From an optimization exercise on the open Yosys and OpenROAD flow, aimed at small area, a short achievable clock period and few clock cycles; shortcuts taken in it are not production practice. Function was checked by simulation only, so behaviour that the tests miss may differ from the original. Power figures rest on the tool's default switching activity, not on a simulated workload.

**design/flow/design.v**
```verilog
module hilo_md_ctrl #(
    parameter int MUL_K  = 4,
    parameter int DATA_W = 32
) (
    input  logic              clk_i,
    input  logic              reset_i,
    input  logic              md_valid_i,
    output logic              md_ready_o,
    input  logic [2:0]        md_op_i,
    input  logic [DATA_W-1:0] md_src0_i,
    input  logic [DATA_W-1:0] md_src1_i,
    input  logic              flush_i,
    output logic [DATA_W-1:0] hi_o,
    output logic [DATA_W-1:0] lo_o,
    output logic              md_busy_o,
    output logic              md_done_o
);
    localparam int W   = DATA_W;
    localparam int NCH = W / MUL_K + 1;        
    localparam int ND  = MUL_K / 2;            
    localparam int BW  = NCH * MUL_K + 1;      
    localparam logic [2:0] OP_MULT  = 3'd1;
    localparam logic [2:0] OP_MULTU = 3'd2;
    localparam logic [2:0] OP_DIV   = 3'd3;
    localparam logic [2:0] OP_DIVU  = 3'd4;
    localparam logic [2:0] OP_MTHI  = 3'd5;
    localparam logic [2:0] OP_MTLO  = 3'd6;
    typedef enum logic [1:0] {IDLE, MUL, DSET, DIV} state_t;
    state_t              state_q;
    logic                done_q;
    logic [W-1:0]        hi_q, lo_q;
    logic [2*W-1:0]      acc_q;      
    logic [W:0]          mc_q;       
    logic [W:0]          b_q;        
    logic [NCH-1:0]      oh_q;       
    logic [4:0]          cnt_q;      
    logic                qneg_q, rneg_q;
    logic accept;
    logic is_mul, is_div, is_signed, s0_neg, s1_neg, div0;
    logic [W-1:0] abs0, abs1;
    logic [BW-1:0] bx_in;
    logic [NCH:0]  eq_in;
    logic [NCH-1:0] oh_in;
    assign accept    = md_valid_i && (state_q == IDLE) && !flush_i;
    assign is_mul    = (md_op_i == OP_MULT) || (md_op_i == OP_MULTU);
    assign is_div    = (md_op_i == OP_DIV) || (md_op_i == OP_DIVU);
    assign is_signed = (md_op_i == OP_MULT) || (md_op_i == OP_DIV);
    assign s0_neg    = is_signed && md_src0_i[W-1];
    assign s1_neg    = is_signed && md_src1_i[W-1];
    assign div0      = (md_src1_i == '0);
    assign abs0      = s0_neg ? -md_src0_i : md_src0_i;
    assign abs1      = s1_neg ? -md_src1_i : md_src1_i;
    assign bx_in = {{(BW-W-1){s1_neg}}, md_src1_i, 1'b0};
    assign eq_in[0]   = 1'b0;
    assign eq_in[NCH] = 1'b1;
    for (genvar j = 1; j < NCH; j++) begin : g_eq
        assign eq_in[j] = (bx_in[BW-1:j*MUL_K] == '0) || (bx_in[BW-1:j*MUL_K] == '1);
    end
    assign oh_in = eq_in[NCH:1] & ~eq_in[NCH-1:0];
    logic [BW-1:0]     bx;
    logic [MUL_K:0]    chunk;
    logic [2*W-1:0]    acc_n;
    assign bx = {{(BW-W-1){b_q[W]}}, b_q, 1'b0};
    always_comb begin
        chunk = '0;
        for (int j = 0; j < NCH; j++) begin
            if (oh_q[j]) chunk = chunk | bx[j*MUL_K +: MUL_K+1];
        end
    end
    always_comb begin
        logic [2*W-1:0] sum;
        logic [MUL_K-1:0] negv;
        logic [W+1:0]   mag, row;
        logic           b0, b1, b2, one, two, neg;
        sum  = '0;
        negv = '0;
        for (int i = 0; i < ND; i++) begin
            b0  = chunk[2*i];
            b1  = chunk[2*i+1];
            b2  = chunk[2*i+2];
            one = b1 ^ b0;
            two = (b2 & ~b1 & ~b0) | (~b2 & b1 & b0);
            neg = b2;
            mag = ({(W+2){one}} & {mc_q[W], mc_q}) | ({(W+2){two}} & {mc_q, 1'b0});
            row = {(W+2){neg}} ^ mag;
            negv[2*i] = neg;
            sum = sum + ((2*W)'({~row[W+1], row[W:0]}) << (2*i));
            sum = sum - ((2*W)'(1) << (W+1+2*i));
        end
        acc_n = {acc_q[2*W-1-MUL_K:0], negv} + sum;
    end
    logic [W-1:0] rem, quo, dvs;
    logic [W:0]   diff;
    logic         ge;
    logic [W-1:0] rem_n, quo_n;
    logic [5:0]   la, lb;
    logic [5:0]   sh;
    assign rem  = acc_q[2*W-1:W];
    assign quo  = acc_q[W-1:0];
    assign dvs  = b_q[W-1:0];
    assign diff = {1'b0, rem} - {1'b0, dvs};
    assign ge   = !diff[W] && (state_q == DIV);
    assign rem_n = ge ? diff[W-1:0] : rem;
    assign quo_n = {quo[W-2:0], ge};
    always_comb begin
        la = '0;
        lb = '0;
        for (int i = 0; i < W; i++) begin
            if (rem[i]) la = 6'(i + 1);
            if (dvs[i]) lb = 6'(i + 1);
        end
    end
    assign sh = la - lb;
    always_ff @(posedge clk_i) begin
        done_q <= 1'b0;
        if (reset_i) begin
            state_q <= IDLE;
            hi_q    <= '0;
            lo_q    <= '0;
        end else if (flush_i) begin
            state_q <= IDLE;
        end else begin
            unique case (state_q)
                IDLE: begin
                    if (md_valid_i) begin
                        mc_q   <= {s0_neg, md_src0_i};
                        acc_q  <= {(is_div ? abs0 : '0), {W{1'b0}}};
                        b_q    <= is_div ? {1'b0, abs1} : {s1_neg, md_src1_i};
                        oh_q   <= oh_in;
                        qneg_q <= s0_neg ^ s1_neg;
                        rneg_q <= s0_neg;
                        case (md_op_i)
                            OP_MTHI: hi_q <= md_src0_i;
                            OP_MTLO: lo_q <= md_src0_i;
                            OP_MULT, OP_MULTU: state_q <= MUL;
                            OP_DIV, OP_DIVU: begin
                                if (div0) begin
                                    hi_q   <= md_src0_i;
                                    lo_q   <= '1;
                                    done_q <= 1'b1;
                                end else begin
                                    state_q <= DSET;
                                end
                            end
                            default: ;
                        endcase
                    end
                end
                MUL: begin
                    acc_q <= acc_n;
                    oh_q  <= oh_q >> 1;
                    if (oh_q[0]) begin
                        {hi_q, lo_q} <= acc_n;
                        done_q       <= 1'b1;
                        state_q      <= IDLE;
                    end
                end
                DSET: begin
                    cnt_q <= sh[4:0];
                    b_q   <= {1'b0, dvs << sh[4:0]};
                    if (la < lb) begin
                        hi_q    <= rneg_q ? -rem_n : rem_n;
                        lo_q    <= '0;
                        done_q  <= 1'b1;
                        state_q <= IDLE;
                    end else begin
                        state_q <= DIV;
                    end
                end
                DIV: begin
                    acc_q <= {rem_n, quo_n};
                    b_q   <= {1'b0, dvs >> 1};
                    cnt_q <= cnt_q - 5'd1;
                    if (cnt_q == '0) begin
                        hi_q    <= rneg_q ? -rem_n : rem_n;
                        lo_q    <= qneg_q ? -quo_n : quo_n;
                        done_q  <= 1'b1;
                        state_q <= IDLE;
                    end
                end
                default: state_q <= IDLE;
            endcase
        end
    end
    assign md_ready_o = (state_q == IDLE);
    assign md_busy_o  = (state_q != IDLE);
    assign md_done_o  = done_q;
    assign hi_o       = hi_q;
    assign lo_o       = lo_q;
endmodule
```
**design/flow/run.sh**
```bash
#!/bin/bash
# synth_recipe.tcl (not shown) runs the flow's synth.tcl, then flattens the netlist and writes it again
# the make line also repeats each setting of config.mk as NAME=value (left out here)
make -C /OpenROAD-flow-scripts/flow DESIGN_CONFIG=/design/flow/config.mk WORK_HOME=/design/flow/orfs CLKGATE_MAP_FILE= SYNTH_SCRIPT=/design/flow/synth_recipe.tcl finish
```
**design/flow/config.mk**
```make
export PLATFORM = sky130hd
export DESIGN_NAME = hilo_md_ctrl
export DESIGN_NICKNAME = hilo_md_ctrl
export VERILOG_FILES = /design/flow/design.v
export SDC_FILE = /design/flow/constraint.sdc
export NUM_CORES = 4
export LEC_CHECK = 0
export CAP_MARGIN = 20
export CORE_MARGIN = 2
export CORE_UTILIZATION = 40
export SLEW_MARGIN = 20
```
**design/flow/constraint.sdc**
```tcl
create_clock -name core_clock -period 11.0 [get_ports {clk_i}]
set_input_delay 2.2000 -clock core_clock [delete_from_list [all_inputs] [get_ports {clk_i}]]
set_output_delay 2.2000 -clock core_clock [all_outputs]
set_load 0.01 [all_outputs]
```
==> results.tsv <==
metric	value	unit
dpl_cell_area	0.0273	mm²
hold_viol_final	0	
core	0.0619	mm²
cpMaxStageDelayCell	and2_1	
pin_count	138	
synthesis.area	0.0252	mm²
fmax	106	MHz
grt_pass1_wl	159000	µm
critPathBufInv	2	
ys_types	93	
yosysTopAreaCellShare	17.3	%
comb_power_share	55.3	%
ys_ff_latch	212	
synth_sequential_area_ratio	22.6	%
fin_skew	0.0356	ns
setup_viol	0	
grt_antenna_before_repair	4	
htreeDepth	1	
synth-edff-count	145	
fin_nets	3601	
crit_required	11.32	ns
crit_type	flop to flop	
ys_warn_count	1	
die-width	255	µm
dp_hpwl	81000	µm
die_area	0.0649	mm²
ctsHoldBuffers	0	
power_switching	2.10	mW
synth_top_cell_by_area	edfxtp_1	
ir_drop	0.000144	V
cts_tree	done	
ant_nets	0	
swShare	45.8	%
root_buffer	clkbuf_16	
grt_pass1_vias	24600	
cts.reportedPaths.clkPinSlew	0.06	ns
clockPowerShare	23.2	%
drt_iter0_drc	3894	
cts_num_sinks	212	
finish.utilization	45.7	%
startpoint_type	flop	
clockBufferDepth	3	
max-cap-violations	0	
r2r_start	b_q[9]$_DFFE_PP_	
drt_pass1_iterations	6	
wl	108000	µm
synth_fp_nets	3599	
finalInstanceArea	0.0283	mm²
critPathMaxStageDelay	0.57	ns
grt_max_degree	70	
synth.avg_cell_area	7.52	µm²
intPower	2.49	mW
synth_cells	3348	
routed_via_density	6.43	
p_seq_share	21.5	%
synth_ff_type	edfxtp_1	
drv_slew	0	
arrival	9.79	ns
clock_latency	0.63	ns
num_rows	91	
status	timing/DRC/antenna clean	
holdCritStartpoint	lo_q[0]$_SDFFE_PP0P_	
synthTopCellsByArea	edfxtp_1 17%, ha_1 8.8%, nand2_1 6.2%, a21oi_1 6.0%, dfxtp_1 5.3%	
rsz0062_at_grt	no	
die_h	255	µm
p_leak	10.7	nW
cpMostUsedCell	a21o_1	
min_period	9.47	ns
setup_tns	0	ns
numCtsBuffers	31	
cts-resized-gates	0	
fin_crit_sh	86.1	%
critPathCaptureType	flop	
syn2layout_area_growth	12.6	%
postCtsSetupRepairBufs	0	
start_util	40.6	%
layout-drive-gt1-share	5.96	%
hp-class	flop to flop	
wl_per_cell	25.6	µm
grt_use_total	32.3	%
place.gp.congestion	1.04	
synthArstFlopShare	0	%
worst_pin_slew	1.17	ns
p_per_area	162	mW/mm²
drc_errors	0	
critPathLaunch	b_q[9]$_DFFE_PP_	
vias	27100	
critical-path-top-delay-family	compound AO/OA/AOI/OAI gates	
overflow	0	
worstPathMaxFanout	38	
relSlewSlack	22.1	%
portBuffers	137	
## state kept, by name, summed over array words and instances, names as in the netlist
| register | cells |
|---|---|
| acc_q | 64 |
| b_q | 33 |
| cnt_q | 5 |
| done_q | 1 |
| hi_q | 32 |
| lo_q | 32 |
| mc_q | 32 |
| oh_q | 9 |
| qneg_q | 1 |
| rneg_q | 1 |
| state_q | 2 |
## Yosys cell counts (19+ instances only)
library cell and count:
o211ai_1 47, xnor2_1 136, nand2b_1 40, nand4_1 31
nor3_1 104, a21oi_1 300, a31oi_1 30, o221ai_1 35
inv_1 111, buf_1 39, o21ai_0 255, xor2_1 89
a221oi_1 50, a21o_1 80, edfxtp_1 145, nand2_1 415
o31ai_1 32, and3_1 25, nand3_1 57, o41ai_1 19
mux2i_1 43, o21a_1 22, or3_1 40, a22oi_1 69
o21bai_1 28, dfxtp_1 67, ha_1 176, a211oi_1 46
nor2_1 316, nor4_1 24, and2_1 20, clkbuf_1 175
## final cells by class
class	count	area (µm²)
Timing Repair Buffer	199	1830
Tap cell	837	1050
Sequential cell	212	5700
Multi-Input combinational cell	2793	18300
Clock inverter	16	135
Inverter	113	424
Clock buffer	42	931
Fill cell	6329	33600
Antenna cell	3	7.51
## final timing paths
check / end / slack (ns) / depth (start not counted)
setup reg to reg: acc_q[49]$_DFFE_PP_ / 1.53 / 36
hold / removal: lo_q[0]$_SDFFE_PP0P_ / 0.45 / 2
setup / recovery: acc_q[49]$_DFFE_PP_ / 1.53 / 36
hold reg to reg: lo_q[0]$_SDFFE_PP0P_ / 0.45 / 2
## worst register-to-register path, delay by kind of cell (launching register included)
family / cells / cell delay, ns
XOR/XNOR: 3 / 0.51
flip-flops: 1 / 0.53
buffers and inverters: 2 / 0.37
AND/OR/NAND/NOR: 3 / 1.20
adder cells (fa/ha/maj): 3 / 0.95
AO/OA/AOI/OAI: 25 / 5.59
## power groups by stage
stage	Clock, mW	Combinational [mW]	Sequential [mW]
global placement	0	2.48	0.999
CTS	1.07	2.47	0.982
finish	1.06	2.54	0.986
global route	1.09	2.75	0.989
detailed placement	0	2.45	0.998
floorplan	0	1.78	0.966
## cells by family (layout without fill, tap and decap cells)
group	Yosys count	in the layout	share of synthesized area, %
AND/OR/NAND/NOR	1165	1165	21.4
multiplexers	69	69	3.68
adder cells (fa/ha/maj)	181	181	9.11
other	0	3	0
XOR/XNOR	225	225	7.83
flip-flops	212	212	22.6
AO/OA/AOI/OAI	1153	1153	30.1
buffers and inverters	343	370	5.27
## metal layers
| layer | GRT usage (%) | routed length (µm) | up-vias |
|---|---|---|---|
| met2 | 47.8 | 45300 | 1465 |
| met4 | 13.9 | 5220 | 2 |
| li1 | - | - | 12500 |
| met3 | 5.38 | 11100 | 208 |
| met1 | 46.3 | 46400 | 12900 |
| met5 | 0 | 10 | - |
## stage by stage
| stage | hold slack (ns) | instances | setup WS (ns) | power [mW] |
|---|---|---|---|---|
| final | 0.453 | 4215 | 1.53 | 4.59 |
| after global routing | 0.476 | 4212 | 0.641 | 4.83 |
| after CTS | 0.454 | 4211 | 1.72 | 4.52 |
| after detailed placement | 0.445 | 4153 | 1.78 | 3.45 |
| after global placement | 0.442 | 4153 | 1.97 | 3.48 |
| after floorplan | 0.476 | 3348 | 2.40 | 2.74 |
## cell usage in the layout (no fill, tap or decap), types with 13 or more instances in the layout
cell type        count
a21o_1              80
a21oi_1            299
nor4_1              24
a221oi_1            50
xor2_1              88
mux4_2              18
a22o_1              14
and2_1              20
clkbuf_16           34
nor3_1             102
buf_4               61
nand3_1             57
nor2b_1             17
o41ai_1             19
nand4_1             31
o21ai_0            255
edfxtp_1           145
o221ai_1            35
mux2i_1             43
o211ai_1            47
a31oi_1             28
xnor2_1            133
nand2_1            415
dfxtp_1             67
or3_1               40
nor2_1             311
nand2b_1            40
ha_1               173
or4_1               18
a211oi_1            46
o21a_1              22
and3_1              25
o31ai_1             32
a22oi_1             69
clkdlybuf4s50_1    136
inv_1              111
or2_2               13
o21bai_1            28
Testbench counts, summed over its fixed seeds: cycles 21,594.

## separate check: timing with driven ports
No port has a modelled driver above. Below, the same layout with a new extraction and two added sets of constraints. Step 1, drivers: a clkbuf_16 drives clk_i and a buf_2 each remaining input, both assumed. Step 2 adds t to the input delays and takes it off the output delays; t is the mean of the earliest and latest rising clock arrival at the registers after step 1. Input paths then give back, and output paths get back, about the clock's delay inside the block. a / b / c = no drivers / after step 1 / after step 2; a / b = the first two.
t, ns: 0.679
setup WS [ns]: 1.529 / 1.529 / 1.529
hold slack, ns: 0.453 / 0.453 / 0.453
worst setup path at the end: register to register
After both steps this run still meets setup and hold. The setup slack of this run moves by 0.000 ns with the drivers and by 0.000 ns with both steps.
